Background: an optimization exercise with open tools, aiming at small area. Do not read the settings as production practice. Where RTL was checked, it was by simulation tests only, not by an equivalence proof against the original. Function not checked in runs 2 to 6: the RTL went through the layout flow alone. Power is estimated from default activity; no workload was simulated.

--- flow/config.mk ---
export PLATFORM = sky130hd
export DESIGN_NAME = host_domain_top
export DESIGN_NICKNAME = host_domain_top
export VERILOG_FILES = /design/flow/design.v
export SDC_FILE = /design/flow/constraint.sdc
export NUM_CORES = 4
export LEC_CHECK = 0
export CAP_MARGIN = 20
export CORE_MARGIN = 2
export CORE_UTILIZATION = 40
export SLEW_MARGIN = 20
--- flow/constraint.sdc ---
create_clock -name core_clock -period 5.0 [get_ports {clk_i}]
set_input_delay 1.0000 -clock core_clock [delete_from_list [all_inputs] [get_ports {clk_i}]]
set_output_delay 1.0000 -clock core_clock [all_outputs]
set_load 0.01 [all_outputs]
--- flow/design.v ---
`default_nettype none
package host_pkg;
  typedef logic [31:0] cfg_addr_t;
  typedef logic [31:0] cfg_data_t;
  typedef logic [1:0]  cfg_resp_t;
  typedef logic [2:0]  reg_idx_t;
  typedef logic [31:0] counter_t;
  localparam cfg_resp_t RespOkay   = 2'b00;
  localparam cfg_resp_t RespSlvErr = 2'b10;
  localparam int unsigned NumCounters = 4;
  localparam cfg_data_t UnmappedData = 32'hdeadf000;
  localparam reg_idx_t CntBaseIdx = 3'd0;
  localparam reg_idx_t ThrBaseIdx = 3'd4;
  typedef struct packed {
    logic write_miss;
    logic write_hit;
    logic read_miss;
    logic read_hit;
  } llc_events_t;
  typedef struct packed {
    logic      aw_valid;
    cfg_addr_t aw_addr;
    logic      w_valid;
    cfg_data_t w_data;
    logic      b_ready;
    logic      ar_valid;
    cfg_addr_t ar_addr;
    logic      r_ready;
  } lite_req_t;
  typedef struct packed {
    logic      aw_ready;
    logic      w_ready;
    logic      b_valid;
    cfg_resp_t b_resp;
    logic      ar_ready;
    logic      r_valid;
    cfg_resp_t r_resp;
    cfg_data_t r_data;
  } lite_resp_t;
  typedef enum logic [1:0] {
    CFG_IDLE,
    CFG_RDATA,
    CFG_BRESP
  } cfg_state_e;
endpackage
`default_nettype wire
`timescale 1ns/1ps
`default_nettype none
module host_domain_top (
  input  logic        clk_i,
  input  logic        arst_n_i,
  input  logic        cfg_aw_valid_i,
  input  logic [31:0] cfg_aw_addr_i,
  input  logic        cfg_w_valid_i,
  input  logic [31:0] cfg_w_data_i,
  input  logic        cfg_b_ready_i,
  input  logic        cfg_ar_valid_i,
  input  logic [31:0] cfg_ar_addr_i,
  input  logic        cfg_r_ready_i,
  output logic        cfg_aw_ready_o,
  output logic        cfg_w_ready_o,
  output logic        cfg_b_valid_o,
  output logic [1:0]  cfg_b_resp_o,
  output logic        cfg_ar_ready_o,
  output logic        cfg_r_valid_o,
  output logic [1:0]  cfg_r_resp_o,
  output logic [31:0] cfg_r_data_o,
  input  logic [3:0]  llc_events_i,
  output logic [3:0]  pmu_irq_o,
  input  logic        dma_pe_evt_valid_i,
  output logic        dma_pe_evt_o,
  output logic        dma_pe_evt_ack_o
);
  logic rv_q, bv_q;
  logic idle, rd_acc, wr_acc;
  assign idle   = ~(rv_q | bv_q);
  assign rd_acc = idle & cfg_ar_valid_i;
  assign wr_acc = idle & ~cfg_ar_valid_i & cfg_aw_valid_i & cfg_w_valid_i;
  always_ff @(posedge clk_i or negedge arst_n_i) begin
    if (!arst_n_i) begin
      rv_q <= 1'b0;
      bv_q <= 1'b0;
    end else begin
      rv_q <= rd_acc | (rv_q & ~cfg_r_ready_i);
      bv_q <= wr_acc | (bv_q & ~cfg_b_ready_i);
    end
  end
  assign cfg_ar_ready_o = idle;
  assign cfg_aw_ready_o = idle & ~cfg_ar_valid_i & cfg_w_valid_i;
  assign cfg_w_ready_o  = idle & ~cfg_ar_valid_i & cfg_aw_valid_i;
  assign cfg_r_valid_o  = rv_q;
  assign cfg_b_valid_o  = bv_q;
  logic       ar_map, aw_map;
  logic [2:0] ar_idx, aw_idx;
  assign ar_map = ~|cfg_ar_addr_i[31:5];
  assign aw_map = ~|cfg_aw_addr_i[31:5];
  assign ar_idx = cfg_ar_addr_i[4:2];
  assign aw_idx = cfg_aw_addr_i[4:2];
  logic [3:0] cnt_ld, thr_we;
  always_comb begin
    for (int k = 0; k < 4; k++) begin
      cnt_ld[k] = wr_acc & aw_map & (aw_idx == 3'(k));
      thr_we[k] = wr_acc & aw_map & (aw_idx == 3'(k + 4));
    end
  end
  logic        init_q;
  logic [31:0] cnt_q [4];
  always_ff @(posedge clk_i or negedge arst_n_i) begin
    if (!arst_n_i) init_q <= 1'b0;
    else           init_q <= 1'b1;
  end
  always_ff @(posedge clk_i) begin
    for (int k = 0; k < 4; k++) begin
      if (cnt_ld[k])
        cnt_q[k] <= cfg_w_data_i;
      else if (init_q)
        cnt_q[k] <= cnt_q[k] + {31'd0, llc_events_i[k] & ~&cnt_q[k]};
      else
        cnt_q[k] <= {31'd0, llc_events_i[k]};
    end
  end
  logic [31:0] thr_q [4];
  logic [3:0]  thr_nz_q;
  always_ff @(posedge clk_i) begin
    for (int k = 0; k < 4; k++) begin
      if (thr_we[k]) thr_q[k] <= cfg_w_data_i;
    end
  end
  always_ff @(posedge clk_i or negedge arst_n_i) begin
    if (!arst_n_i) begin
      thr_nz_q <= '0;
    end else begin
      for (int k = 0; k < 4; k++) begin
        if (thr_we[k]) thr_nz_q[k] <= |cfg_w_data_i;
      end
    end
  end
  always_comb begin
    for (int k = 0; k < 4; k++) begin
      pmu_irq_o[k] = thr_nz_q[k] & (cnt_q[k] >= thr_q[k]);
    end
  end
  logic [31:0] rd_val, r_data_q;
  logic        resp_q;
  always_comb begin
    rd_val = ar_map ? 32'd0 : 32'hdeadf000;
    for (int k = 0; k < 4; k++) begin
      if (ar_map & init_q & (ar_idx == 3'(k)))            rd_val = rd_val | cnt_q[k];
      if (ar_map & thr_nz_q[k] & (ar_idx == 3'(k + 4)))   rd_val = rd_val | thr_q[k];
    end
  end
  always_ff @(posedge clk_i) begin
    if (idle) begin
      r_data_q <= rd_val;
      resp_q   <= cfg_ar_valid_i ? ~ar_map : ~aw_map;
    end
  end
  assign cfg_r_data_o = r_data_q;
  assign cfg_r_resp_o = {resp_q, 1'b0};
  assign cfg_b_resp_o = {resp_q, 1'b0};
  logic [1:0] sync_q;
  logic       last_q, pulse_q;
  always_ff @(posedge clk_i or negedge arst_n_i) begin
    if (!arst_n_i) begin
      sync_q  <= '0;
      last_q  <= 1'b0;
      pulse_q <= 1'b0;
    end else begin
      sync_q  <= {sync_q[0], dma_pe_evt_valid_i};
      last_q  <= sync_q[1];
      pulse_q <= sync_q[1] ^ last_q;
    end
  end
  assign dma_pe_evt_ack_o = sync_q[1];
  assign dma_pe_evt_o     = pulse_q;
endmodule
`default_nettype wire
--- flow/run.sh ---
#!/bin/bash
# synth_recipe.tcl (not shown) runs the flow's synth.tcl, then flattens the netlist and writes it again
# the make line also repeats each setting of config.mk as NAME=value (left out here)
make -C /OpenROAD-flow-scripts/flow DESIGN_CONFIG=/design/flow/config.mk WORK_HOME=/design/flow/orfs CLKGATE_MAP_FILE= SYNTH_SCRIPT=/design/flow/synth_recipe.tcl finish
==> summary.txt, run 1 <==
----------------------------------------------------
[Route]
  Count of vias placed by the detailed router ... 14,800
  Drc violations ... 0
  Wire length reported by the detailed router ... 56,900 um
  Mean number of vias per cell ... 5.90
  Detailed-router iteration count before antenna repair ... 8
  Routed length per placed instance ... 22.7 um
  Post-detailed-route count of antenna-violating nets ... 0
  Drt first-iter violations ... 1,594

[Critical path]
  Crit-path slowest cell ... sky130_fd_sc_hd__a2111oi_0
  Count of buffer and inverter cells on the critical path ... 2
  Chain of cells forming the critical path ... inv_1 -> ha_1 -> nand2b_1 -> a2111oi_0 -> nor4b_1 -> nor3_1 -> o21ai_0 -> clkdlybuf4s50_1
  Startpoint of the worst register-to-register path ... cnt_q[0][8]
  Setup CP Type ... flop to primary output
  Endpoint arrival time on the critical path ... 3.52 ns
  CP delay by family, top ... compound AO/OA/AOI/OAI gates
  Setup slack of the worst register-to-register path ... 1.27 ns
  Critical Path RT ... 4.00 ns
  Biggest cell delay along the critical path ... 0.62 ns
  Maximum fanout count along the critical path ... 4
  Critical Path Sink Type ... primary output
  Startpoint class of the critical path ... flop
  R2R Path End ... cnt_q[0][10]
  Path depth of the worst reg2reg path ... 10

[Finish]
  Layout area overhead ... 19.0%
  Antenna cells ... 0
  Total non-filler cell area in the finished layout ... 0.0206 mm2
  Final layout net count ... 2,139
  Leading cell type in the layout, fill and taps excluded ... sky130_fd_sc_hd__nand2_1
  Most frequent cells in the layout ... 221 x sky130_fd_sc_hd__nand2_1, 161 x sky130_fd_sc_hd__edfxtp_1, 151 x sky130_fd_sc_hd__inv_1
  Share of cells above drive strength 1 ... 0.0739
  Final core utilization ... 0.479
  Non-filler cells in the finished layout ... 2,506
  Number of inserted filler cells in the final layout ... 3,998

[Min path]
  Min-Delay Endpoint ... sync_q[1]
  Classification of the worst-slack hold path ... flop to flop
  Min-Delay Path Depth ... 0
  Worst Min Path Start ... sync_q[0]

[GRT]
  Maximum number of pins on one net before global-route repair ... 61
  Total gr overflow ... 0
  Combined global-route utilization of all metal layers ... 0.253
  Wire length of the first global-routing pass ... 84,900 um
  Initial antenna violation count ... 1
  Number of global-route vias before repair ... 14,000

[Power]
  Worst IR drop on VDD ... 151 uV
  Leakage power summed over all cells ... 7.50 nW
  Power density normalized to cell area ... 270 mW/mm2
  Sum of internal, switching and leakage power ... 5.55 mW

[Place]
  DPL Wire Length ... 42,000 um
  # placed instances ... 2,443
  Post-DP Area ... 0.0194 mm2
  Pre-CTS setup slack ... 1.02 ns
  Count of input and output buffers ... 148
  Global placer's final weighted congestion ... 0.913

[Clock tree]
  Number of buffers created by CTS ... 35
  Setup bufs post-CTS ... 0
  Clock tree from TritonCTS ... done
  Largest buffer count on any clock path ... 3
  Count of hold buffers inserted by post-cts repair ... 0
  # H-tree levels ... 2
  CTS resizes ... 0
  CTS root buf ... sky130_fd_sc_hd__clkbuf_16
  Count of clock tree sinks ... 300
  Clock-pin transition on the worst setup and hold timing paths ... 0.06 ns
  Worst-skew pair later-pin latency ... 0.55 ns

[Logic synthesis]
  Register bit count reported by yosys ... 300
  Post-synth design cell area ... 0.0173 mm2
  Count of cell types in the netlist ... 70
  Number of flops mapped to enable cells by yosys ... 161
  Ys Warns ... 3
  Largest area contributor in the netlist ... sky130_fd_sc_hd__edfxtp_1
  Post-synthesis cell count ... 1,760
  Portion of synthesized cell area occupied by the leading cell type ... 0.280
  Mapped Avg Cell Area ... 9.81 um2
  Share of the yosys chip area belonging to registers ... 0.444
  Dominant cells by area after synthesis ... sky130_fd_sc_hd__edfxtp_1 28%, sky130_fd_sc_hd__dfxtp_1 15%, sky130_fd_sc_hd__ha_1 9.9%, sky130_fd_sc_hd__nand2_1 4.8%, sky130_fd_sc_hd__xnor2_1 4.1%
  Flip-flop cell with the highest count after synthesis ... sky130_fd_sc_hd__edfxtp_1
  Async SR Flop Fraction ... 0.0367

[Floorplanning]
  Top-level I/O count ... 155
  Die Wd ... 212 um
  Placeable core region ... 0.0429 mm2
  Die ar. ... 0.0449 mm2
  Die height ... 212 um
  Initial core utilization ... 0.403
  Cell row count ... 76

[Timing]
  Transition time of the tightest slew-check pin ... 0.960 ns
  Share of the clock period used by the worst path after layout ... 0.904
  Final sum of negative setup slack ... 0 ns
  Worst clock skew on the final layout ... 0.0172 ns
  Worst max-slew margin expressed relative to the limit ... 0.360
  Unrepaired setup endpoints after global routing ... no
  Worst Setup Slack, final ... 0.478 ns
  Maximum operating frequency ... 221 MHz
  Final setup fails ... 0
  Hold Slack ... 0.351 ns
  Time the final worst path needs with I/O delays and setup ... 4.52 ns
  Final Hold Fails ... 0
  Final max-slew violation count ... 0

[Job]
  Number of maximum-capacitance violations ... 0

[Run status]
  Status ... no timing/DRC/antenna violations

----------------------------------------------------
-- report_power, final --
part | internal [mW] | switching, mW | total, mW
Clock | 1.52 | 1.04 | 2.56
Sequential | 2.63 | 0.0291 | 2.66
Combinational | 0.149 | 0.183 | 0.332
-- worst max-delay path by stage --
stage | startpoint | cells past startpoint | slack [ns] | end
5_1_grt | cnt_q[2][0] | 8 | 0.31 | pmu_irq_o[2]
3_5_place_dp | cnt_q[2][0] | 8 | 1.02 | pmu_irq_o[2]
2_1_floorplan | cfg_ar_valid_i | 5 | 0.84 | thr_nz_q[0]
6_report | cnt_q[2][0] | 8 | 0.48 | pmu_irq_o[2]
4_1_cts | cnt_q[2][0] | 8 | 0.41 | pmu_irq_o[2]
3_3_place_gp | cnt_q[2][0] | 8 | 1.01 | pmu_irq_o[2]
-- cells in the mapped netlist, types with 23 or more instances --
library cell / n
sky130_fd_sc_hd__a21oi_1: 55
sky130_fd_sc_hd__a222oi_1: 32
sky130_fd_sc_hd__a22o_1: 32
sky130_fd_sc_hd__a22oi_1: 34
sky130_fd_sc_hd__and4_1: 27
sky130_fd_sc_hd__clkbuf_1: 55
sky130_fd_sc_hd__dfxtp_1: 128
sky130_fd_sc_hd__edfxtp_1: 161
sky130_fd_sc_hd__ha_1: 136
sky130_fd_sc_hd__inv_1: 151
sky130_fd_sc_hd__nand2_1: 221
sky130_fd_sc_hd__nand3_1: 87
sky130_fd_sc_hd__nand4_1: 57
sky130_fd_sc_hd__nor2_1: 56
sky130_fd_sc_hd__nor3_1: 40
sky130_fd_sc_hd__nor4_1: 41
sky130_fd_sc_hd__o21ai_0: 38
sky130_fd_sc_hd__o31ai_1: 88
sky130_fd_sc_hd__xnor2_1: 81
sky130_fd_sc_hd__xor2_1: 23
-- sequential cells by signal, indices dropped and copies added (netlist names) --
register,cells
sync_q,2
cnt_q,128
pulse_q,1
init_q,1
resp_q,1
last_q,1
thr_q,128
thr_nz_q,4
r_data_q,32
bv_q,1
rv_q,1
-- area by class of cell --
| cell class | instances | area [um2] | share of cell area |
|---|---|---|---|
| Sequential cell | 300 | 7670 | 0.373 |
| Tap cell | 585 | 732 | 0.0356 |
| Clock buffer | 46 | 970 | 0.0472 |
| Timing Repair Buffer | 184 | 1760 | 0.0858 |
| Clock inverter | 17 | 155 | 0.00755 |
| Multi-Input combinational cell | 1222 | 8700 | 0.423 |
| Inverter | 152 | 572 | 0.0278 |
-- metal layers --
| layer | global-route usage | vias up | wire length, um |
|---|---|---|---|
| met5 | 0 | - | 0 |
| met4 | 0.0855 | 0 | 1780 |
| met3 | 0.0544 | 102 | 5410 |
| met2 | 0.391 | 679 | 25300 |
| met1 | 0.352 | 7141 | 24400 |
| li1 | - | 6874 | - |
-- logic make-up (layout without fill, tap and decap cells) --
family	after synthesis	count (layout)	share of synthesized area
AND/OR/NAND/NOR	605	605	0.184
AO/OA/AOI/OAI	357	357	0.153
flip-flops	300	300	0.444
buffers and inverters	239	399	0.0569
adder cells (fa/ha/maj)	136	136	0.0985
XOR/XNOR	104	104	0.0527
multiplexers	17	17	0.0106
other	2	3	0.000435
==> run 2, diff against run 1 <==
--- a/flow/design.v
+++ b/flow/design.v
@@ -120,4 +120,10 @@
     end
   end
+  function automatic logic cnt_ge(input logic [31:0] a, input logic [31:0] b);
+    logic c;
+    c = 1'b1;
+    for (int i = 0; i < 32; i++) c = (a[i] & ~b[i]) | (c & (a[i] | ~b[i]));
+    cnt_ge = c;
+  endfunction
   logic [31:0] thr_q [4];
   logic [3:0]  thr_nz_q;
@@ -138,5 +144,5 @@
   always_comb begin
     for (int k = 0; k < 4; k++) begin
-      pmu_irq_o[k] = thr_nz_q[k] & (cnt_q[k] >= thr_q[k]);
+      pmu_irq_o[k] = thr_nz_q[k] & cnt_ge(cnt_q[k], thr_q[k]);
     end
   end
==> summary.txt, run 2 <==
----------------------------------------------------
[Critical path]
  Crit-path slowest cell ... sky130_fd_sc_hd__a2111oi_0
  Critical Path RT ... 4.00 ns (about the same)
  Startpoint class of the critical path ... flop
  Count of buffer and inverter cells on the critical path ... 1 (-1)
  Critical Path Sink Type ... primary output
  Biggest cell delay along the critical path ... 0.61 ns (about the same)
  Chain of cells forming the critical path ... nand2b_1 -> maj3_1 -> nor2_1 -> a2111oi_0 -> o2111ai_1 -> a32oi_1 -> maj3_2 -> o2111ai_1 -> nand3b_1 -> clkdlybuf4s50_1
  Endpoint arrival time on the critical path ... 3.80 ns (+0.28 ns)
  Setup CP Type ... flop to primary output
  CP delay by family, top ... compound AO/OA/AOI/OAI gates
  Cell type with the highest occurrence count on the critical path ... sky130_fd_sc_hd__o2111ai_1
  Maximum fanout count along the critical path ... 7 (+3)

[Floorplanning]
  Top-level I/O count ... 155 (unchanged)
  Die Wd ... 202 um (-4.5%)
  Die height ... 202 um (-4.5%)
  Initial core utilization ... 0.406 (+0.00315)
  Placeable core region ... 0.0387 mm2 (-9.7%)
  Die ar. ... 0.0409 mm2 (-8.8%)
  Cell row count ... 72 (-5.3%)

[Route]
  Drc violations ... 0 (unchanged)
  Mean number of vias per cell ... 5.81 (-1.6%)
  Detailed-router iteration count before antenna repair ... 9 (+1)
  Drt first-iter violations ... 1,673 (+5.0%)
  Count of vias placed by the detailed router ... 13,300 (-9.9%)
  Routed length per placed instance ... 22.4 um (-1.5%)
  Post-detailed-route count of antenna-violating nets ... 0 (unchanged)
  Wire length reported by the detailed router ... 51,300 um (-9.8%)

[GRT]
  Combined global-route utilization of all metal layers ... 0.248 (-0.00557)
  Maximum number of pins on one net before global-route repair ... 50 (-18%)
  Initial antenna violation count ... 0 (-1)
  Wire length of the first global-routing pass ... 76,800 um (-9.5%)
  Number of global-route vias before repair ... 12,600 (-9.9%)
  Total gr overflow ... 0 (unchanged)

[Run status]
  Status ... no timing/DRC/antenna violations

[Clock tree]
  Clock tree from TritonCTS ... done
  Largest buffer count on any clock path ... 3 (unchanged)
  Setup bufs post-CTS ... 0 (unchanged)
  Worst-skew pair later-pin latency ... 0.53 ns (-0.02 ns)
  CTS root buf ... sky130_fd_sc_hd__clkbuf_16
  Count of hold buffers inserted by post-cts repair ... 0 (unchanged)
  # H-tree levels ... 2 (unchanged)
  CTS resizes ... 0 (unchanged)
  Number of buffers created by CTS ... 35 (unchanged)
  Count of clock tree sinks ... 300 (unchanged)
  Clock-pin transition on the worst setup and hold timing paths ... 0.06 ns (about the same)

[Logic synthesis]
  Dominant combinational cell family by area after synthesis ... simple AND/OR/NAND/NOR gates
  Most repeated cell in the gate-level netlist after synthesis ... sky130_fd_sc_hd__nand2_1
  Flip-flop cell with the highest count after synthesis ... sky130_fd_sc_hd__edfxtp_1
  Share of the yosys chip area belonging to registers ... 0.488 (+0.0438)
  Portion of synthesized cell area occupied by the leading cell type ... 0.307 (+0.0276)
  Post-synth design cell area ... 0.0157 mm2 (-9.0%)
  Commonest cells in the netlist ... 243 x sky130_fd_sc_hd__nand2_1, 161 x sky130_fd_sc_hd__edfxtp_1, 128 x sky130_fd_sc_hd__dfxtp_1
  Ys Warns ... 3 (unchanged)
  Synthesized-area fraction occupied by ao, oa, aoi and oai cells ... 0.155 (+0.00198)
  Async SR Flop Fraction ... 0.0367 (unchanged)
  Area share of fa/ha/maj cells after synthesis ... 0.0317 (-0.0668)
  Area share of and/or/nand/nor cells after synthesis ... 0.178 (-0.00582)
  Post-synthesis cell count ... 1,607 (-8.7%)
  Mapped Avg Cell Area ... 9.79 um2 (-0.30%)
  Register bit count reported by yosys ... 300 (unchanged)
  Dominant cells by area after synthesis ... sky130_fd_sc_hd__edfxtp_1 31%, sky130_fd_sc_hd__dfxtp_1 16%, sky130_fd_sc_hd__nand2_1 5.8%, sky130_fd_sc_hd__xnor2_1 4.6%, sky130_fd_sc_hd__o21ai_1 3.0%
  Count of cell types in the netlist ... 71 (+1.4%)
  Largest area contributor in the netlist ... sky130_fd_sc_hd__edfxtp_1
  Xor-xnor portion of the synthesized cell area ... 0.0674 (+0.0147)
  Fraction of synthesized area in multiplexers ... 0.0317 (+0.0211)
  Number of flops mapped to enable cells by yosys ... 161 (unchanged)

[Place]
  Pre-CTS setup slack ... 0.746 ns (-0.276 ns)
  DPL Wire Length ... 37,600 um (-11%)
  Post-DP Area ... 0.0178 mm2 (-8.2%)
  # placed instances ... 2,232 (-8.6%)
  Global placer's final weighted congestion ... 0.942 (+3.2%)
  Count of input and output buffers ... 148 (unchanged)

[Job]
  Number of maximum-capacitance violations ... 0 (unchanged)

[Timing]
  Final max-slew violation count ... 0 (unchanged)
  Worst clock skew on the final layout ... 0.0234 ns (+0.00617 ns)
  Final setup fails ... 0 (unchanged)
  Final Hold Fails ... 0 (unchanged)
  Final sum of negative setup slack ... 0 ns (unchanged)
  Worst max-slew margin expressed relative to the limit ... 0.217 (-0.143)
  Transition time of the tightest slew-check pin ... 1.17 ns (+0.206 ns)
  Time the final worst path needs with I/O delays and setup ... 4.80 ns (+0.282 ns)
  Unrepaired setup endpoints after global routing ... no
  Maximum operating frequency ... 208 MHz (-5.9%)
  Share of the clock period used by the worst path after layout ... 0.961 (+0.0564)
  Worst Setup Slack, final ... 0.196 ns (-0.282 ns)

[Power]
  Leakage power summed over all cells ... 6.12 nW (-18%)
  Worst IR drop on VDD ... 143 uV (-5.3%)
  Sum of internal, switching and leakage power ... 5.49 mW (-1.1%)
  Power density normalized to cell area ... 290 mW/mm2 (+7.4%)

[Finish]
  Non-filler cells in the finished layout ... 2,294 (-8.5%)
  Layout area overhead ... 20.4%
  Largest registers ... cnt_q: 128 flops, thr_q: 128 flops, r_data_q: 32 flops
  Final layout net count ... 1,867 (-13%)
  Total non-filler cell area in the finished layout ... 0.0189 mm2 (-7.9%)
  Leading cell type in the layout, fill and taps excluded ... sky130_fd_sc_hd__nand2_1
  Share of cells above drive strength 1 ... 0.0783 (+0.00435)
  Most frequent cells in the layout ... 243 x sky130_fd_sc_hd__nand2_1, 161 x sky130_fd_sc_hd__edfxtp_1, 146 x sky130_fd_sc_hd__clkdlybuf4s50_1
  Antenna cells ... 0 (unchanged)

[Min path]
  Classification of the worst-slack hold path ... flop to flop

----------------------------------------------------
run 2: changes by cell type in the layout (fill, tap and decap cells not counted), moves of 34 or more:
cell                      change
sky130_fd_sc_hd__ha_1       -128
sky130_fd_sc_hd__a21oi_1     -38
sky130_fd_sc_hd__o21ai_1     +88
sky130_fd_sc_hd__inv_1       -50
sky130_fd_sc_hd__o31ai_1     -49
sky130_fd_sc_hd__nor2b_1     +34
run 2: power breakdown:
group,internal [mW],total (mW),switching (mW)
clock,1.47,2.50,1.03
combinational,0.152,0.333,0.181
sequential,2.63,2.66,0.0305
run 2: final cells by class:
cell class,count,area (um2)
multi-input cells,1116,7340
well taps,518,648
clock inverters,9,70.1
flip-flops and latches,300,7670
repair buffers,184,1750
inverters,114,428
fillers,3608,19800
clock buffers,53,1030
run 2: worst paths after layout:
| path | cells past startpoint | endpoint | startpoint | slack [ns] |
|---|---|---|---|---|
| worst max register to register | 14 | cnt_q[2][16] | cnt_q[2][15] | 1.00 |
| max in group asynchronous | 1 | thr_nz_q[1] | arst_n_i | 3.69 |
| worst min register to register | 0 | sync_q[1] | sync_q[0] | 0.35 |
| min in group asynchronous | 1 | thr_nz_q[3] | arst_n_i | 0.89 |
| worst max-delay path | 10 | pmu_irq_o[3] | cnt_q[3][11] | 0.20 |
| worst min-delay path | 0 | sync_q[1] | sync_q[0] | 0.35 |
run 2: per-stage QoR:
step / utilization / hold slack [ns]
finish: 0.489 / 0.354
global route: 0.489 / 0.367
CTS: 0.489 / 0.350
detailed placement: 0.461 / 0.337
global placement: 0.461 / 0.337
floorplan: - / 0.331
run 2: metal layers:
metal / up-vias / part of all wire / track usage
met4: 0 / 0.017 / 0.0540
met1: 6431 / 0.45 / 0.362
met2: 646 / 0.45 / 0.387
met5: - / 0 / 0
li1: 6192 / - / -
met3: 56 / 0.090 / 0.0376
run 2: cell families (layout without fill, tap and decap cells):
group,after synthesis,after routing
XOR/XNOR,121,121
AO/OA/AOI/OAI,342,342
buffers and inverters,192,360
AND/OR/NAND/NOR,565,565
other,2,3
flip-flops,300,300
adder cells (fa/ha/maj),47,47
multiplexers,38,38
==> run 3, diff against run 2 <==
--- a/flow/config.mk
+++ b/flow/config.mk
@@ -9,3 +9,4 @@
 export CORE_MARGIN = 2
 export CORE_UTILIZATION = 40
+export CTS_BUF_LIST = sky130_fd_sc_hd__clkbuf_4
 export SLEW_MARGIN = 20
==> summary.txt, run 3 <==
----------------------------------------------------
[Clock tree]
  CTS root buf ... sky130_fd_sc_hd__clkbuf_4
  Largest buffer count on any clock path ... 3 (unchanged)
  Number of buffers created by CTS ... 83 (+140%)
  Count of clock tree sinks ... 300 (unchanged)
  # H-tree levels ... 3 (+1)
  Clock tree from TritonCTS ... done
  Worst-skew pair later-pin latency ... 0.76 ns (+0.23 ns)
  Setup bufs post-CTS ... 0 (unchanged)
  Clock-pin transition on the worst setup and hold timing paths ... 0.07 ns (about the same)
  Count of hold buffers inserted by post-cts repair ... 0 (unchanged)

[Power]
  Sw Pwr ... 1.30 mW (+4.4%)
  Power density normalized to cell area ... 284 mW/mm2 (-2.0%)
  Leakage power summed over all cells ... 6.31 nW (+3.2%)
  Worst IR drop on VDD ... 159 uV (+11%)
  Switching portion of total power ... 0.240 (+0.0135)
  Part of the total power dissipated in the clock network ... 0.447 (-0.008)
  Share of power burned in combinational logic ... 0.061 (about the same)
  Part of the total power dissipated in sequential elements ... 0.491 (+0.006)
  Internal power ... 4.12 mW (-3.1%)

[Logic synthesis]
  Largest area contributor in the netlist ... sky130_fd_sc_hd__edfxtp_1
  Number of flops mapped to enable cells by yosys ... 161 (unchanged)
  Ys Warns ... 3 (unchanged)
  Share of the yosys chip area belonging to registers ... 0.488 (unchanged)
  Dominant cells by area after synthesis ... sky130_fd_sc_hd__edfxtp_1 31%, sky130_fd_sc_hd__dfxtp_1 16%, sky130_fd_sc_hd__nand2_1 5.8%, sky130_fd_sc_hd__xnor2_1 4.6%, sky130_fd_sc_hd__o21ai_1 3.0%
  Commonest cells in the netlist ... 243 x sky130_fd_sc_hd__nand2_1, 161 x sky130_fd_sc_hd__edfxtp_1, 128 x sky130_fd_sc_hd__dfxtp_1
  Async SR Flop Fraction ... 0.0367 (unchanged)
  Post-synthesis cell count ... 1,607 (unchanged)
  Portion of synthesized cell area occupied by the leading cell type ... 0.307 (unchanged)
  Register bit count reported by yosys ... 300 (unchanged)
  Most repeated cell in the gate-level netlist after synthesis ... sky130_fd_sc_hd__nand2_1
  Post-synth design cell area ... 0.0157 mm2 (unchanged)
  Mapped Avg Cell Area ... 9.79 um2 (unchanged)
  Flip-flop cell with the highest count after synthesis ... sky130_fd_sc_hd__edfxtp_1
  Count of cell types in the netlist ... 71 (unchanged)

[GRT]
  Total gr overflow ... 0 (unchanged)
  Maximum number of pins on one net before global-route repair ... 50 (unchanged)
  Wire length of the first global-routing pass ... 77,400 um (+0.84%)
  Initial antenna violation count ... 1 (+1)
  Combined global-route utilization of all metal layers ... 0.251 (+0.00285)
  Number of global-route vias before repair ... 13,000 (+3.4%)

[Route]
  Count of vias placed by the detailed router ... 13,500 (+1.2%)
  Wire length reported by the detailed router ... 51,500 um (+0.46%)
  Routed length per placed instance ... 21.6 um (-3.4%)
  Detailed-router iteration count before antenna repair ... 8 (-1)
  Drt first-iter violations ... 1,568 (-6.3%)
  Post-detailed-route count of antenna-violating nets ... 0 (unchanged)
  Drc violations ... 0 (unchanged)
  Mean number of vias per cell ... 5.66 (-2.6%)

[Critical path]
  Chain of cells forming the critical path ... nor2b_1 -> a2111oi_0 -> buf_4 -> o21ai_1 -> o2111ai_2 -> nor4b_1 -> o211ai_1 -> nand3_1 -> maj3_1 -> nor2b_2 -> clkdlybuf4s50_1
  Critical Path Sink Type ... primary output
  Biggest cell delay along the critical path ... 0.56 ns (-0.05 ns)
  Crit-path slowest cell ... sky130_fd_sc_hd__clkdlybuf4s50_1
  Critical Path RT ... 4.00 ns (about the same)
  Endpoint arrival time on the critical path ... 3.87 ns (+0.07 ns)
  CP delay by family, top ... compound AO/OA/AOI/OAI gates
  Startpoint class of the critical path ... flop
  Setup CP Type ... flop to primary output
  Count of buffer and inverter cells on the critical path ... 2 (+1)
  Maximum fanout count along the critical path ... 4 (-3)

[Finish]
  Share of cells above drive strength 1 ... 0.125 (+0.0466)
  Leading cell type in the layout, fill and taps excluded ... sky130_fd_sc_hd__nand2_1
  Largest registers ... cnt_q: 128 flops, thr_q: 128 flops, r_data_q: 32 flops
  Most frequent cells in the layout ... 243 x sky130_fd_sc_hd__nand2_1, 161 x sky130_fd_sc_hd__edfxtp_1, 144 x sky130_fd_sc_hd__clkdlybuf4s50_1
  Non-filler cells in the finished layout ... 2,385 (+4.0%)
  Layout area overhead ... 21.1%
  Final layout net count ... 1,915 (+2.6%)

[Timing]
  Final max-slew violation count ... 0 (unchanged)
  Maximum operating frequency ... 205 MHz (-1.4%)
  Worst clock skew on the final layout ... 0.0482 ns (+0.0248 ns)
  Share of the clock period used by the worst path after layout ... 0.974 (+0.0134)
  Unrepaired setup endpoints after global routing ... no
  Transition time of the tightest slew-check pin ... 1.14 ns (-0.0302 ns)
  Worst max-slew margin expressed relative to the limit ... 0.237 (+0.0203)
  Final setup fails ... 0 (unchanged)
  Final sum of negative setup slack ... 0 ns (unchanged)
  Final Hold Fails ... 0 (unchanged)
  Time the final worst path needs with I/O delays and setup ... 4.87 ns (+0.0670 ns)

[Floorplanning]
  Top-level I/O count ... 155 (unchanged)
  Die ar. ... 0.0409 mm2 (unchanged)
  Cell row count ... 72 (unchanged)
  Die height ... 202 um (unchanged)
  Die Wd ... 202 um (unchanged)
  Initial core utilization ... 0.406 (unchanged)
  Placeable core region ... 0.0387 mm2 (unchanged)

[Place]
  # placed instances ... 2,232 (unchanged)
  DPL Wire Length ... 37,600 um (unchanged)
  Global placer's final weighted congestion ... 0.942 (unchanged)
  Count of input and output buffers ... 148 (unchanged)

[Min path]
  Classification of the worst-slack hold path ... flop to flop

[Run status]
  Status ... no timing/DRC/antenna violations

[Job]
  Number of maximum-capacitance violations ... 0 (unchanged)

----------------------------------------------------
run 3: cell counts after synthesis:
No cell type changed its count.
run 3: cell type report:
class | count | area, um2
fill | 3650 | 19700
sequential | 300 | 7670
multi-input combinational | 1116 | 7380
timing repair buffer | 184 | 1760
clock buffer | 130 | 976
tap | 518 | 648
inverter | 114 | 428
clock inverter | 22 | 174
antenna | 1 | 2.50
run 3: power groups by stage:
stage          logic [mW]  registers, mW  clock network [mW]
6_report            0.332           2.66                2.42
5_1_grt             0.357           2.66                2.61
4_1_cts             0.336           2.66                2.47
3_5_place_dp        0.335           2.71                   0
3_3_place_gp        0.332           2.71                   0
2_1_floorplan       0.101           2.71                   0
run 3: repair_timing:
item                                   in CTS  in global routing
setup endpoints to repair                   3                  4
endpoints found under the hold margin       0                  0
gates resized for setup                     3                  7
run 3: stage by stage:
| step | hold slack (ns) | setup WS, ns | area [um2] | power [mW] | util |
|---|---|---|---|---|---|
| after floorplan | 0.331 | 0.0408 | 15700 | 2.82 | - |
| after global placement | 0.337 | 0.726 | 17800 | 3.04 | 0.461 |
| after detailed placement | 0.337 | 0.746 | 17800 | 3.05 | 0.461 |
| after CTS | 0.350 | 0.0230 | 19000 | 5.47 | 0.491 |
| after global routing | 0.369 | 0.0249 | 19000 | 5.63 | 0.492 |
| final | 0.353 | 0.129 | 19000 | 5.42 | 0.492 |
run 3: worst paths after layout:
| check | from | to | slack (ns) | cells after the start |
|---|---|---|---|---|
| worst max register to register | cnt_q[2][15] | cnt_q[2][16] | 0.98 | 14 |
| max in group asynchronous | arst_n_i | bv_q | 3.92 | 1 |
| worst max-delay path | thr_q[1][25] | pmu_irq_o[1] | 0.13 | 11 |
| min in group asynchronous | arst_n_i | last_q | 0.66 | 1 |
| worst min register to register | sync_q[0] | sync_q[1] | 0.35 | 0 |
| worst min-delay path | sync_q[0] | sync_q[1] | 0.35 | 0 |
run 3: routing by layer:
metal | routed length [um] | part of all wire | vias up | global-route usage
met4 | 917 | 0.018 | 0 | 0.0714
met5 | 0 | 0 | - | 0
met2 | 22900 | 0.44 | 606 | 0.385
met1 | 23200 | 0.45 | 6477 | 0.358
li1 | - | - | 6347 | -
met3 | 4550 | 0.088 | 59 | 0.0490
run 3: kinds of logic after synthesis:
| family | Yosys count | share of synthesized area |
|---|---|---|
| buf+inv | 192 | 0.0480 |
| mux | 38 | 0.0317 |
| other cells | 2 | 0.000478 |
| flops | 300 | 0.488 |
| fa+ha+maj | 47 | 0.0317 |
| compound gates | 342 | 0.155 |
| xor+xnor | 121 | 0.0674 |
| simple gates | 565 | 0.178 |
==> run 4, diff against run 3 <==
--- a/flow/config.mk
+++ b/flow/config.mk
@@ -8,5 +8,5 @@
 export CAP_MARGIN = 20
 export CORE_MARGIN = 2
-export CORE_UTILIZATION = 40
-export CTS_BUF_LIST = sky130_fd_sc_hd__clkbuf_4
+export CORE_UTILIZATION = 65
+export CTS_BUF_LIST = sky130_fd_sc_hd__clkbuf_2
 export SLEW_MARGIN = 20
==> summary.txt, run 4 <==
----------------------------------------------------
[Run status]
  Status ... no timing/DRC/antenna violations

[Route]
  Drt first-iter violations ... 2,557 (+63%)
  Met3 wire len ... 7890 um (+74%)
  Drc violations ... 0 (unchanged)
  Wire length on met1 ... 18,900 um (-19%)
  Top Metal Used ... met4
  Detailed-router iteration count before antenna repair ... 6 (-2)
  Met2 WL ... 21,300 um (-6.7%)
  Post-detailed-route count of antenna-violating nets ... 0 (unchanged)
  Wire length reported by the detailed router ... 49,700 um (-3.6%)
  Count of vias placed by the detailed router ... 14,300 (+6.0%)
  Routed length per placed instance ... 22.9 um (+5.8%)
  Mean number of vias per cell ... 6.58 (+16%)

[Critical path]
  Critical Path RT ... 4.00 ns (about the same)
  Maximum fanout count along the critical path ... 4 (unchanged)
  Biggest cell delay along the critical path ... 0.59 ns (+0.03 ns)
  Chain of cells forming the critical path ... nor2b_1 -> a2111oi_4 -> o21ai_1 -> o2111ai_2 -> nor4b_1 -> o211ai_1 -> nand3_1 -> maj3_1 -> nor2b_2 -> clkdlybuf4s50_1
  Startpoint class of the critical path ... flop
  Count of buffer and inverter cells on the critical path ... 1 (-1)
  Setup CP Type ... flop to primary output
  CP delay by family, top ... compound AO/OA/AOI/OAI gates
  Crit-path slowest cell ... sky130_fd_sc_hd__clkdlybuf4s50_1
  Critical Path Sink Type ... primary output
  Endpoint arrival time on the critical path ... 3.82 ns (-0.05 ns)
  Setup slack of the worst register-to-register path ... 0.88 ns (-0.10 ns)

[Logic synthesis]
  Async SR Flop Fraction ... 0.0367 (unchanged)
  Number of flops mapped to enable cells by yosys ... 161 (unchanged)
  Ys Warns ... 3 (unchanged)
  Mapped Avg Cell Area ... 9.79 um2 (unchanged)
  Most repeated cell in the gate-level netlist after synthesis ... sky130_fd_sc_hd__nand2_1
  Post-synth design cell area ... 0.0157 mm2 (unchanged)
  Post-synthesis cell count ... 1,607 (unchanged)
  Count of cell types in the netlist ... 71 (unchanged)
  Largest area contributor in the netlist ... sky130_fd_sc_hd__edfxtp_1
  Commonest cells in the netlist ... 243 x sky130_fd_sc_hd__nand2_1, 161 x sky130_fd_sc_hd__edfxtp_1, 128 x sky130_fd_sc_hd__dfxtp_1
  Flip-flop cell with the highest count after synthesis ... sky130_fd_sc_hd__edfxtp_1
  Share of the yosys chip area belonging to registers ... 0.488 (unchanged)
  Dominant cells by area after synthesis ... sky130_fd_sc_hd__edfxtp_1 31%, sky130_fd_sc_hd__dfxtp_1 16%, sky130_fd_sc_hd__nand2_1 5.8%, sky130_fd_sc_hd__xnor2_1 4.6%, sky130_fd_sc_hd__o21ai_1 3.0%
  Register bit count reported by yosys ... 300 (unchanged)
  Portion of synthesized cell area occupied by the leading cell type ... 0.307 (unchanged)

[Floorplanning]
  Placeable core region ... 0.0236 mm2 (-39%)
  Cell row count ... 56 (-22%)
  Die ar. ... 0.0255 mm2 (-38%)
  Top-level I/O count ... 155 (unchanged)
  Initial core utilization ... 0.666 (+0.260)
  Die height ... 160 um (-21%)
  Die Wd ... 160 um (-21%)

[Power]
  Share of power burned in combinational logic ... 0.071 (+0.010)
  Sw Pwr ... 1.26 mW (-3.4%)
  Leakage power summed over all cells ... 6.15 nW (-2.6%)
  Internal power ... 3.49 mW (-15%)
  Power density normalized to cell area ... 258 mW/mm2 (-9.2%)
  Sum of internal, switching and leakage power ... 4.75 mW (-12%)
  Part of the total power dissipated in sequential elements ... 0.559 (+0.068)
  Worst IR drop on VDD ... 182 uV (+15%)
  Part of the total power dissipated in the clock network ... 0.370 (-0.077)
  Switching portion of total power ... 0.264 (+0.0244)

[Timing]
  Final Hold Fails ... 0 (unchanged)
  Transition time of the tightest slew-check pin ... 1.06 ns (-0.0774 ns)
  Final max-slew violation count ... 0 (unchanged)
  Final sum of negative setup slack ... 0 ns (unchanged)
  Worst clock skew on the final layout ... 0.0597 ns (+0.0115 ns)
  Unrepaired setup endpoints after global routing ... no
  Worst max-slew margin expressed relative to the limit ... 0.289 (+0.0520)
  Maximum operating frequency ... 208 MHz (+1.1%)
  Time the final worst path needs with I/O delays and setup ... 4.82 ns (-0.0525 ns)
  Final setup fails ... 0 (unchanged)
  Share of the clock period used by the worst path after layout ... 0.964 (-0.0105)

[Clock tree]
  Count of clock tree sinks ... 300 (unchanged)
  Clock tree from TritonCTS ... done
  Largest buffer count on any clock path ... 3 (unchanged)
  CTS root buf ... sky130_fd_sc_hd__clkbuf_2
  Count of hold buffers inserted by post-cts repair ... 0 (unchanged)
  Clock-pin transition on the worst setup and hold timing paths ... 0.11 ns (+0.04 ns)
  Number of buffers created by CTS ... 77 (-7.2%)
  Worst-skew pair later-pin latency ... 0.89 ns (+0.13 ns)
  Setup bufs post-CTS ... 0 (unchanged)
  # H-tree levels ... 3 (unchanged)

[Place]
  Count of input and output buffers ... 148 (unchanged)
  Global placer's final weighted congestion ... 0.954 (+1.3%)
  DPL Wire Length ... 36,200 um (-3.7%)

[Min path]
  Classification of the worst-slack hold path ... flop to flop

[Finish]
  Final layout net count ... 1,904 (-0.57%)
  Layout area overhead ... 16.9%
  Leading cell type in the layout, fill and taps excluded ... sky130_fd_sc_hd__nand2_1
  Largest registers ... cnt_q: 128 flops, thr_q: 128 flops, r_data_q: 32 flops
  Share of cells above drive strength 1 ... 0.114 (-0.0109)
  Most frequent cells in the layout ... 243 x sky130_fd_sc_hd__nand2_1, 161 x sky130_fd_sc_hd__edfxtp_1, 144 x sky130_fd_sc_hd__clkdlybuf4s50_1

[GRT]
  Total gr overflow ... 0 (unchanged)
  Wire length of the first global-routing pass ... 76,200 um (-1.6%)
  Maximum number of pins on one net before global-route repair ... 50 (unchanged)
  Number of global-route vias before repair ... 13,800 (+6.2%)
  Initial antenna violation count ... 1 (unchanged)
  Combined global-route utilization of all metal layers ... 0.386 (+0.135)

[Job]
  Number of maximum-capacitance violations ... 0 (unchanged)

----------------------------------------------------
==> run 4: cell counts after synthesis <==
No cell type changed its count.
==> run 4: layout make-up <==
type,count,area [um2]
sequential,300,7670
multi-input combinational,1116,7410
fill,1666,5230
timing repair buffer,179,1730
clock buffer,114,571
inverter,114,428
tap,319,399
clock inverter,28,160
antenna,2,5.00
==> run 4: final timing paths <==
check                        startpoint           end  cells past startpoint
max in group asynchronous      arst_n_i       pulse_q                      1
min                           sync_q[0]     sync_q[1]                      0
max reg2reg                cnt_q[2][15]  cnt_q[2][14]                     14
min reg2reg                   sync_q[0]     sync_q[1]                      0
min in group asynchronous      arst_n_i   thr_nz_q[1]                      1
max                        thr_q[1][23]  pmu_irq_o[1]                     10
==> run 4: stage by stage <==
step / cell area (um2) / utilization / hold WS, ns / cells / setup slack [ns]
after floorplan: 15700 / - / 0.331 / 1608 / 0.0408
after global placement: 17600 / 0.744 / 0.339 / 2028 / 0.745
after detailed placement: 17600 / 0.744 / 0.338 / 2028 / 0.726
after CTS: 18300 / 0.777 / 0.342 / 2170 / 0.0108
after global routing: 18400 / 0.778 / 0.355 / 2172 / 0.0146
final: 18400 / 0.778 / 0.336 / 2172 / 0.182
==> run 4: repair_timing <==
item | in CTS | in global routing
setup endpoints to repair | 4 | 2
gates resized for setup | 11 | 7
pin swaps | 1 | 1
==> run 4: power groups by stage <==
stage / sequential, mW / combinational, mW / clock (mW)
5_1_grt: 2.66 / 0.352 / 1.89
6_report: 2.66 / 0.337 / 1.76
2_1_floorplan: 2.71 / 0.101 / 0
4_1_cts: 2.66 / 0.331 / 1.76
3_3_place_gp: 2.71 / 0.323 / 0
3_5_place_dp: 2.71 / 0.329 / 0
==> run 4: layer usage <==
| layer | vias up | global-route usage |
|---|---|---|
| met1 | 6649 | 0.561 |
| met4 | 0 | 0.145 |
| met5 | - | 0 |
| li1 | 6322 | - |
| met2 | 1191 | 0.568 |
| met3 | 131 | 0.0841 |
==> run 4: cell families (layout without fill, tap and decap cells) <==
family | count (synthesis) | in the layout | synth area share
and+or+nand+nor | 565 | 565 | 0.178
xor gates and xnor gates | 121 | 121 | 0.0674
other | 2 | 5 | 0.000478
adders and majority gates | 47 | 47 | 0.0317
DFF | 300 | 300 | 0.488
muxes | 38 | 38 | 0.0317
AOI/OAI and AO/OA | 342 | 342 | 0.155
buffers and inverters | 192 | 435 | 0.0480
==> run 5, diff against run 4 <==
--- a/flow/design.v
+++ b/flow/design.v
@@ -106,4 +106,18 @@
   logic        init_q;
   logic [31:0] cnt_q [4];
+  function automatic logic [31:0] cnt_inc(input logic [31:0] a, input logic ev);
+    logic [3:0] ones, bc;
+    logic       c;
+    for (int j = 0; j < 4; j++) ones[j] = &a[8*j +: 8];
+    bc[0] = ev & ~&ones;
+    for (int j = 1; j < 4; j++) bc[j] = bc[j-1] & ones[j-1];
+    for (int j = 0; j < 4; j++) begin
+      c = bc[j];
+      for (int i = 0; i < 8; i++) begin
+        cnt_inc[8*j+i] = a[8*j+i] ^ c;
+        c = c & a[8*j+i];
+      end
+    end
+  endfunction
   always_ff @(posedge clk_i or negedge arst_n_i) begin
     if (!arst_n_i) init_q <= 1'b0;
@@ -115,20 +129,20 @@
         cnt_q[k] <= cfg_w_data_i;
       else if (init_q)
-        cnt_q[k] <= cnt_q[k] + {31'd0, llc_events_i[k] & ~&cnt_q[k]};
+        cnt_q[k] <= cnt_inc(cnt_q[k], llc_events_i[k]);
       else
         cnt_q[k] <= {31'd0, llc_events_i[k]};
     end
   end
-  function automatic logic cnt_ge(input logic [31:0] a, input logic [31:0] b);
+  function automatic logic cnt_ge(input logic [31:0] a, input logic [31:0] nb);
     logic c;
     c = 1'b1;
-    for (int i = 0; i < 32; i++) c = (a[i] & ~b[i]) | (c & (a[i] | ~b[i]));
+    for (int i = 0; i < 32; i++) c = (a[i] & nb[i]) | (c & (a[i] | nb[i]));
     cnt_ge = c;
   endfunction
-  logic [31:0] thr_q [4];
+  logic [31:0] thr_n_q [4];    
   logic [3:0]  thr_nz_q;
   always_ff @(posedge clk_i) begin
     for (int k = 0; k < 4; k++) begin
-      if (thr_we[k]) thr_q[k] <= cfg_w_data_i;
+      if (thr_we[k]) thr_n_q[k] <= ~cfg_w_data_i;
     end
   end
@@ -144,5 +158,5 @@
   always_comb begin
     for (int k = 0; k < 4; k++) begin
-      pmu_irq_o[k] = thr_nz_q[k] & cnt_ge(cnt_q[k], thr_q[k]);
+      pmu_irq_o[k] = thr_nz_q[k] & cnt_ge(cnt_q[k], thr_n_q[k]);
     end
   end
@@ -153,5 +167,5 @@
     for (int k = 0; k < 4; k++) begin
       if (ar_map & init_q & (ar_idx == 3'(k)))            rd_val = rd_val | cnt_q[k];
-      if (ar_map & thr_nz_q[k] & (ar_idx == 3'(k + 4)))   rd_val = rd_val | thr_q[k];
+      if (ar_map & thr_nz_q[k] & (ar_idx == 3'(k + 4)))   rd_val = rd_val | ~thr_n_q[k];
     end
   end
--- a/flow/config.mk
+++ b/flow/config.mk
@@ -8,5 +8,4 @@
 export CAP_MARGIN = 20
 export CORE_MARGIN = 2
-export CORE_UTILIZATION = 65
-export CTS_BUF_LIST = sky130_fd_sc_hd__clkbuf_2
+export CORE_UTILIZATION = 40
 export SLEW_MARGIN = 20
==> summary.txt, run 5 <==
----------------------------------------------------
[Route]
  Drc violations ... 0 (unchanged)
  Count of vias placed by the detailed router ... 12,700 (-11%)
  Mean number of vias per cell ... 6.06 (-7.9%)
  Drt first-iter violations ... 1,218 (-52%)
  Post-detailed-route count of antenna-violating nets ... 0 (unchanged)
  Routed length per placed instance ... 23.1 um (+0.92%)
  Detailed-router iteration count before antenna repair ... 5 (-1)
  Wire length reported by the detailed router ... 48,500 um (-2.3%)

[Clock tree]
  Count of hold buffers inserted by post-cts repair ... 0 (unchanged)
  Largest buffer count on any clock path ... 3 (unchanged)
  Count of clock tree sinks ... 300 (unchanged)
  # H-tree levels ... 2 (-1)
  CTS root buf ... sky130_fd_sc_hd__clkbuf_16
  Setup bufs post-CTS ... 0 (unchanged)
  Worst-skew pair later-pin latency ... 0.53 ns (-0.36 ns)
  CTS resizes ... 0 (-11)
  Number of buffers created by CTS ... 34 (-56%)
  Clock-pin transition on the worst setup and hold timing paths ... 0.06 ns (-0.05 ns)
  Clock tree from TritonCTS ... done

[Timing]
  Final sum of negative setup slack ... 0 ns (unchanged)
  Maximum operating frequency ... 208 MHz (about the same)
  Time the final worst path needs with I/O delays and setup ... 4.82 ns (-0.00318 ns)
  Unrepaired setup endpoints after global routing ... no
  Final setup fails ... 0 (unchanged)
  Worst max-slew margin expressed relative to the limit ... 0.274 (-0.0150)
  Worst Setup Slack, final ... 0.185 ns (+0.00318 ns)
  Transition time of the tightest slew-check pin ... 1.09 ns (+0.0306 ns)
  Final Hold Fails ... 0 (unchanged)
  Worst clock skew on the final layout ... 0.0283 ns (-0.0314 ns)
  Final max-slew violation count ... 0 (unchanged)
  Share of the clock period used by the worst path after layout ... 0.963 (about the same)

[Finish]
  Layout area overhead ... 21.6%
  Final core utilization ... 0.492 (-0.286)
  Largest registers ... cnt_q: 128 flops, thr_n_q: 128 flops, r_data_q: 32 flops
  Non-filler cells in the finished layout ... 2,103 (-3.2%)
  Share of cells above drive strength 1 ... 0.0599 (-0.0541)
  Most frequent cells in the layout ... 161 x sky130_fd_sc_hd__edfxtp_1, 154 x sky130_fd_sc_hd__nor2_1, 153 x sky130_fd_sc_hd__nand3_1
  Number of inserted filler cells in the final layout ... 3,414 (+100%)
  Leading cell type in the layout, fill and taps excluded ... sky130_fd_sc_hd__edfxtp_1
  Antenna cells ... 0 (-2)
  Final layout net count ... 1,829 (-3.9%)

[Floorplanning]
  Top-level I/O count ... 155 (unchanged)
  Die height ... 196 um (+23%)
  Placeable core region ... 0.0364 mm2 (+54%)
  Initial core utilization ... 0.405 (-0.261)
  Cell row count ... 70 (+25%)
  Die Wd ... 196 um (+23%)
  Die ar. ... 0.0384 mm2 (+51%)

[Logic synthesis]
  Commonest cells in the netlist ... 161 x sky130_fd_sc_hd__edfxtp_1, 156 x sky130_fd_sc_hd__nor2_1, 154 x sky130_fd_sc_hd__nand3_1
  Share of the yosys chip area belonging to registers ... 0.520 (+0.0320)
  Register bit count reported by yosys ... 300 (unchanged)
  Portion of synthesized cell area occupied by the leading cell type ... 0.328 (+0.0201)
  Most repeated cell in the gate-level netlist after synthesis ... sky130_fd_sc_hd__edfxtp_1
  Number of flops mapped to enable cells by yosys ... 161 (unchanged)
  Dominant cells by area after synthesis ... sky130_fd_sc_hd__edfxtp_1 33%, sky130_fd_sc_hd__dfxtp_1 17%, sky130_fd_sc_hd__ha_1 9.5%, sky130_fd_sc_hd__nand3_1 5.2%, sky130_fd_sc_hd__o21ai_1 4.3%
  Mapped Avg Cell Area ... 10.0 um2 (+2.5%)
  Flip-flop cell with the highest count after synthesis ... sky130_fd_sc_hd__edfxtp_1
  Async SR Flop Fraction ... 0.0367 (unchanged)
  Count of cell types in the netlist ... 61 (-14%)
  Largest area contributor in the netlist ... sky130_fd_sc_hd__edfxtp_1
  Ys Warns ... 3 (unchanged)
  Post-synthesis cell count ... 1,471 (-8.5%)
  Post-synth design cell area ... 0.0148 mm2 (-6.2%)

[Place]
  # placed instances ... 2,041 (+0.64%)
  Global placer's final weighted congestion ... 0.896 (-6.2%)
  Count of input and output buffers ... 148 (unchanged)
  Pre-CTS setup slack ... 0.719 ns (-0.00770 ns)
  DPL Wire Length ... 34,700 um (-4.0%)

[Critical path]
  Chain of cells forming the critical path ... o22ai_1 -> nand2_1 -> maj3_2 -> maj3_2 -> o22ai_1 -> nand3_1 -> o311ai_1 -> a31oi_1 -> o21a_1 -> clkdlybuf4s50_1
  Maximum fanout count along the critical path ... 3 (-1)
  Critical Path RT ... 4.00 ns (about the same)
  Crit-path slowest cell ... sky130_fd_sc_hd__o311ai_1
  Critical Path Sink Type ... primary output
  Startpoint class of the critical path ... flop
  Setup CP Type ... flop to primary output
  Biggest cell delay along the critical path ... 0.56 ns (-0.03 ns)
  Endpoint arrival time on the critical path ... 3.82 ns (about the same)

[GRT]
  Initial antenna violation count ... 0 (-1)
  Wire length of the first global-routing pass ... 73,000 um (-4.2%)
  Total gr overflow ... 0 (unchanged)
  Combined global-route utilization of all metal layers ... 0.251 (-0.135)
  Maximum number of pins on one net before global-route repair ... 94 (+88%)
  Number of global-route vias before repair ... 12,300 (-11%)

[Min path]
  Classification of the worst-slack hold path ... flop to flop

[Power]
  Power density normalized to cell area ... 312 mW/mm2 (+21%)
  Worst IR drop on VDD ... 217 uV (+19%)
  Leakage power summed over all cells ... 6.86 nW (+12%)

[Run status]
  Status ... no timing/DRC/antenna violations

[Job]
  Number of maximum-capacitance violations ... 0 (unchanged)

----------------------------------------------------
==> run 5: cell count changes in the layout (fill, tap and decap cells not counted), moves of 66 or more <==
cell                       previous run  this run
sky130_fd_sc_hd__nand3_1             58       153
sky130_fd_sc_hd__nor2_1              36       154
sky130_fd_sc_hd__clkbuf_2           114         0
sky130_fd_sc_hd__ha_1                 8       112
sky130_fd_sc_hd__inv_1              101        35
sky130_fd_sc_hd__nand2_1            243        57
sky130_fd_sc_hd__a21oi_1             17       121
sky130_fd_sc_hd__xnor2_1             83         0
==> run 5: metal layers <==
| layer | share of wire | wire length [um] | vias up | track usage |
|---|---|---|---|---|
| met1 | 0.43 | 20900 | 6223 | 0.332 |
| li1 | - | - | 5931 | - |
| met5 | 0 | 0 | - | 0 |
| met2 | 0.46 | 22500 | 515 | 0.415 |
| met4 | 0.029 | 1410 | 0 | 0.0836 |
| met3 | 0.077 | 3720 | 77 | 0.0471 |
==> run 5: final cells by class <==
| type | count | area, um2 | area share |
|---|---|---|---|
| Clock buffer | 46 | 1010 | 0.0563 |
| Clock inverter | 16 | 153 | 0.00851 |
| Inverter | 35 | 131 | 0.00732 |
| Multi-Input combinational cell | 1068 | 6730 | 0.375 |
| Sequential cell | 300 | 7680 | 0.428 |
| Tap cell | 468 | 586 | 0.0326 |
| Timing Repair Buffer | 170 | 1660 | 0.0925 |
==> run 5: kinds of logic after synthesis <==
logic type | Yosys count | synth area share
mux | 8 | 0.00577
fa+ha+maj | 120 | 0.101
compound gates | 419 | 0.171
simple gates | 501 | 0.165
xor+xnor | 17 | 0.0101
flops | 300 | 0.520
other cells | 2 | 0.000509
buf+inv | 104 | 0.0277
==> run 5: worst paths after layout <==
check / slack, ns / to / startpoint / depth (start not counted)
worst max-delay path: 0.18 / pmu_irq_o[2] / thr_n_q[2][1] / 10
worst min-delay path: 0.35 / sync_q[1] / sync_q[0] / 0
worst max register to register: 0.83 / cnt_q[3][23] / cnt_q[3][7] / 15
worst min register to register: 0.35 / sync_q[1] / sync_q[0] / 0
max in group asynchronous: 3.53 / init_q / arst_n_i / 1
min in group asynchronous: 0.92 / thr_nz_q[3] / arst_n_i / 1
==> run 5: worst max-delay path, delay by kind of cell, from the launching register on <==
kind / cells / cell delay [ns]
compound gates: 5 / 1.47
buf+inv: 1 / 0.48
fa+ha+maj: 2 / 0.63
simple gates: 2 / 0.31
flops: 1 / 0.41
==> run 5: power breakdown <==
part	leakage (nW)	switching, mW	internal, mW	total [mW]
combinational	3.68	0.178	0.152	0.329
clock	0.576	1.02	1.57	2.59
sequential	2.61	0.0322	2.64	2.68
total	6.86	1.23	4.37	5.60
==> run 5: per-stage QoR <==
| step | area (um2) | power [mW] | hold slack, ns |
|---|---|---|---|
| 2_1_floorplan | 14800 | 2.83 | 0.331 |
| 3_3_place_gp | 16800 | 3.05 | 0.335 |
| 3_5_place_dp | 16800 | 3.06 | 0.339 |
| 4_1_cts | 17900 | 5.63 | 0.356 |
| 5_1_grt | 17900 | 5.75 | 0.366 |
| 6_report | 17900 | 5.60 | 0.354 |
==> run 6, diff against run 5 <==
==> flow/flow/run.sh (new file) <==
#!/bin/bash
# Standard ORFS layout with two changes: the port buffers are the
# smallest buffer (buf_1) and clock tree synthesis adds no dummy loads.
set -euo pipefail
export BUFFER_PORTS_ARGS="-buffer_cell sky130_fd_sc_hd__buf_1"
export CTS_ARGS="-sink_clustering_enable -repair_clock_nets -dont_use_dummy_load"
bash standard.sh finish > standard.log 2>&1
==> flow/standard.sh (new file) <==
#!/bin/bash
# synth_recipe.tcl (not shown) runs the flow's synth.tcl, then flattens the netlist and writes it again
# the make line also repeats each setting of config.mk as NAME=value (left out here)
make -C /OpenROAD-flow-scripts/flow DESIGN_CONFIG=/design/flow/config.mk WORK_HOME=/design/flow/orfs CLKGATE_MAP_FILE= SYNTH_SCRIPT=/design/flow/synth_recipe.tcl "${@:-finish}"
removed: flow/run.sh
==> summary.txt, run 6 <==
----------------------------------------------------
[Clock tree]
  CTS resizes ... 0 (unchanged)
  Clock tree from TritonCTS ... done
  Setup bufs post-CTS ... 0 (unchanged)
  Number of buffers created by CTS ... 31 (-8.8%)
  # H-tree levels ... 1 (-1)
  Count of hold buffers inserted by post-cts repair ... 0 (unchanged)
  Worst-skew pair later-pin latency ... 0.60 ns (+0.07 ns)
  Count of clock tree sinks ... 300 (unchanged)
  CTS root buf ... sky130_fd_sc_hd__clkbuf_16
  Clock-pin transition on the worst setup and hold timing paths ... 0.06 ns (about the same)
  Largest buffer count on any clock path ... 3 (unchanged)

[GRT]
  Global routing usage on met3 ... 0.0419 (-0.00516)
  GR peak layer ... met2
  M1 GR Usage ... 0.319 (-0.0138)
  Maximum number of pins on one net before global-route repair ... 67 (-29%)
  Total gr overflow ... 0 (unchanged)
  Wire length of the first global-routing pass ... 69,800 um (-4.4%)
  Initial antenna violation count ... 0 (unchanged)
  Grt met2 use ... 0.395 (-0.0198)
  Combined global-route utilization of all metal layers ... 0.241 (-0.0104)
  Number of global-route vias before repair ... 11,900 (-3.9%)

[Logic synthesis]
  Ys Warns ... 3 (unchanged)
  Register bit count reported by yosys ... 300 (unchanged)
  Portion of synthesized cell area occupied by the leading cell type ... 0.328 (unchanged)
  Most repeated cell in the gate-level netlist after synthesis ... sky130_fd_sc_hd__edfxtp_1
  Async SR Flop Fraction ... 0.0367 (unchanged)
  Flip-flop cell with the highest count after synthesis ... sky130_fd_sc_hd__edfxtp_1
  Post-synth design cell area ... 0.0148 mm2 (unchanged)
  Number of flops mapped to enable cells by yosys ... 161 (unchanged)
  Largest area contributor in the netlist ... sky130_fd_sc_hd__edfxtp_1
  Dominant cells by area after synthesis ... sky130_fd_sc_hd__edfxtp_1 33%, sky130_fd_sc_hd__dfxtp_1 17%, sky130_fd_sc_hd__ha_1 9.5%, sky130_fd_sc_hd__nand3_1 5.2%, sky130_fd_sc_hd__o21ai_1 4.3%
  Mapped Avg Cell Area ... 10.0 um2 (unchanged)
  Commonest cells in the netlist ... 161 x sky130_fd_sc_hd__edfxtp_1, 156 x sky130_fd_sc_hd__nor2_1, 154 x sky130_fd_sc_hd__nand3_1
  Count of cell types in the netlist ... 61 (unchanged)
  Share of the yosys chip area belonging to registers ... 0.520 (unchanged)
  Post-synthesis cell count ... 1,471 (unchanged)

[Floorplanning]
  Cell row count ... 70 (unchanged)
  Die height ... 196 um (unchanged)
  Die ar. ... 0.0384 mm2 (unchanged)
  Die Wd ... 196 um (unchanged)
  Placeable core region ... 0.0364 mm2 (unchanged)
  Initial core utilization ... 0.405 (unchanged)
  Top-level I/O count ... 155 (unchanged)

[Power]
  Worst IR drop on VDD ... 217 uV (about the same)
  Part of the total power dissipated in sequential elements ... 0.549 (+0.071)
  Sw Pwr ... 1.10 mW (-11%)
  Internal power ... 3.79 mW (-13%)
  Part of the total power dissipated in the clock network ... 0.403 (-0.060)
  Power density normalized to cell area ... 294 mW/mm2 (-5.7%)
  Share of power burned in combinational logic ... 0.048 (-0.011)
  Leakage power summed over all cells ... 6.25 nW (-8.9%)
  Switching portion of total power ... 0.225 (+0.00556)
  Sum of internal, switching and leakage power ... 4.89 mW (-13%)

[Finish]
  Layout area overhead ... 12.6%
  Number of inserted filler cells in the final layout ... 3,490 (+2.2%)
  Most frequent cells in the layout ... 161 x sky130_fd_sc_hd__edfxtp_1, 154 x sky130_fd_sc_hd__nor2_1, 153 x sky130_fd_sc_hd__nand3_1
  Leading cell type in the layout, fill and taps excluded ... sky130_fd_sc_hd__edfxtp_1
  Seq. cell area ... 0.00768 mm2 (unchanged)
  Final layout net count ... 1,825 (-0.22%)
  Share of cells above drive strength 1 ... 0.0480 (-0.0119)
  Area of combinational cells with multiple inputs ... 0.00673 mm2 (unchanged)
  Non-filler cells in the finished layout ... 2,072 (-1.5%)
  Largest registers ... cnt_q: 128 flops, thr_n_q: 128 flops, r_data_q: 32 flops

[Timing]
  Worst Setup Slack, final ... 0.503 ns (+0.318 ns)
  Worst clock skew on the final layout ... 0.0548 ns (+0.0265 ns)
  Share of the clock period used by the worst path after layout ... 0.899 (-0.0636)
  Final sum of negative setup slack ... 0 ns (unchanged)
  Unrepaired setup endpoints after global routing ... no
  Worst max-slew margin expressed relative to the limit ... 0.347 (+0.0731)
  Final Hold Fails ... 0 (unchanged)
  Transition time of the tightest slew-check pin ... 0.979 ns (-0.110 ns)
  Final max-slew violation count ... 0 (unchanged)
  Time the final worst path needs with I/O delays and setup ... 4.50 ns (-0.318 ns)
  Maximum operating frequency ... 222 MHz (+7.1%)
  Hold Slack ... 0.351 ns (-0.00329 ns)
  Final setup fails ... 0 (unchanged)

[Min path]
  Classification of the worst-slack hold path ... flop to flop
  Min-Delay Path Depth ... 0 (unchanged)
  Worst Min Path Start ... sync_q[0]

[Route]
  Drt first-iter violations ... 1,373 (+13%)
  Count of vias placed by the detailed router ... 12,600 (-1.5%)
  Routed length per placed instance ... 22.7 um (-1.7%)
  Post-detailed-route count of antenna-violating nets ... 0 (unchanged)
  Drc violations ... 0 (unchanged)
  Mean number of vias per cell ... 6.06 (about the same)
  Detailed-router iteration count before antenna repair ... 6 (+1)
  Wire length reported by the detailed router ... 47,000 um (-3.1%)

[Critical path]
  Setup crit start ... thr_n_q[2][1]
  Startpoint class of the critical path ... flop
  Maximum fanout count along the critical path ... 3 (unchanged)
  Endpoint arrival time on the critical path ... 3.50 ns (-0.32 ns)
  Critical Path Sink Type ... primary output
  Startpoint of the worst register-to-register path ... cnt_q[3][7]
  Critical Path RT ... 4.00 ns (about the same)
  Path depth of the worst reg2reg path ... 15 (unchanged)
  Setup CP Type ... flop to primary output

[Place]
  Global placer's final weighted congestion ... 0.899 (+0.39%)
  Count of input and output buffers ... 148 (unchanged)
  Pre-CTS setup slack ... 0.913 ns (+0.195 ns)
  # placed instances ... 2,040 (-0.049%)
  DPL Wire Length ... 33,600 um (-3.3%)

[Job]
  Number of maximum-capacitance violations ... 0 (unchanged)

[Run status]
  Status ... no timing/DRC/antenna violations

----------------------------------------------------
run 6: worst max-delay path: stages (launching register included):
cell                       delay, ns
sky130_fd_sc_hd__edfxtp_1       0.41
sky130_fd_sc_hd__o22ai_1        0.17
sky130_fd_sc_hd__nand2_1        0.08
sky130_fd_sc_hd__maj3_2         0.31
sky130_fd_sc_hd__maj3_2         0.34
sky130_fd_sc_hd__o22ai_1        0.21
sky130_fd_sc_hd__nand3_1        0.22
sky130_fd_sc_hd__o311ai_1       0.52
sky130_fd_sc_hd__a31oi_1        0.28
sky130_fd_sc_hd__o21a_1         0.27
sky130_fd_sc_hd__buf_1          0.13
run 6: layer usage:
layer,vias up,part of all wire
li1,5898,-
met1,5991,0.42
met2,574,0.46
met3,89,0.082
met4,0,0.036
met5,-,0
run 6: final timing paths:
check                      slack [ns]      endpoint
setup / recovery                 0.50  pmu_irq_o[2]
hold / removal                   0.35     sync_q[1]
setup reg to reg                 0.91  cnt_q[3][15]
hold reg to reg                  0.35     sync_q[1]
max in group asynchronous        3.94        init_q
min in group asynchronous        0.47          rv_q
run 6: power by group through the flow:
stage                     combinational (mW)  sequential (mW)  clock (mW)
after global placement                 0.232             2.73           0
after CTS                              0.238             2.68        1.99
after detailed placement               0.236             2.73           0
after global routing                   0.256             2.69        2.08
after floorplan                       0.0988             2.73           0
final                                  0.235             2.68        1.97
run 6: final cells by class:
type | instances | area share
multi-input combinational | 1068 | 0.405
timing repair buffer | 169 | 0.0429
inverter | 35 | 0.00791
antenna | 1 | 0.000151
clock buffer | 31 | 0.0467
sequential | 300 | 0.462
tap | 468 | 0.0352
run 6: cells by family (layout without fill, tap and decap cells):
group,count (synthesis),in the layout,synth area share
flops,300,300,0.520
mux,8,8,0.00577
fa+ha+maj,120,120,0.101
buf+inv,104,235,0.0277
xor+xnor,17,17,0.0101
compound gates,419,419,0.171
other cells,2,4,0.000509
simple gates,501,501,0.165
run 6: per-stage QoR:
| stage | util | instance area (um2) |
|---|---|---|
| 2_1_floorplan | - | 14800 |
| 3_3_place_gp | 0.435 | 15800 |
| 3_5_place_dp | 0.435 | 15800 |
| 4_1_cts | 0.456 | 16600 |
| 5_1_grt | 0.456 | 16600 |
| 6_report | 0.456 | 16600 |

-- re-timing with driven ports --
The results above use ideal ports. As a check the final layouts listed here were re-extracted and re-timed, cells and wires unchanged. Step 1 sets driving cells, clkbuf_16 on the clock port and buf_2 on the other inputs (assumed; they add their load-dependent delay and slew). Step 2 times the ports against the registers' clock, not the clock port: input delays grow and output delays shrink by t, the midpoint of the rising clock arrivals with the driver on. Three values: ideal, step 1, step 2; two values: the first two.
run | t (ns) | setup WS [ns] | hold slack, ns
run 1 | 0.594 | 0.478 / 0.427 / 1.021 | 0.351 / 0.351 / 0.351
run 2 | 0.576 | 0.196 / 0.143 / 0.719 | 0.354 / 0.354 / 0.354
run 3 | 0.784 | 0.129 / 0.079 / 0.864 | 0.353 / 0.353 / 0.353
run 4 | 0.902 | 0.182 / 0.134 / 0.743 | 0.336 / 0.336 / 0.336
run 5 | 0.569 | 0.185 / 0.130 / 0.699 | 0.354 / 0.354 / 0.354
run 6 | 0.619 | 0.503 / 0.452 / 0.910 | 0.351 / 0.351 / 0.351
After both steps every run listed still meets setup and hold.
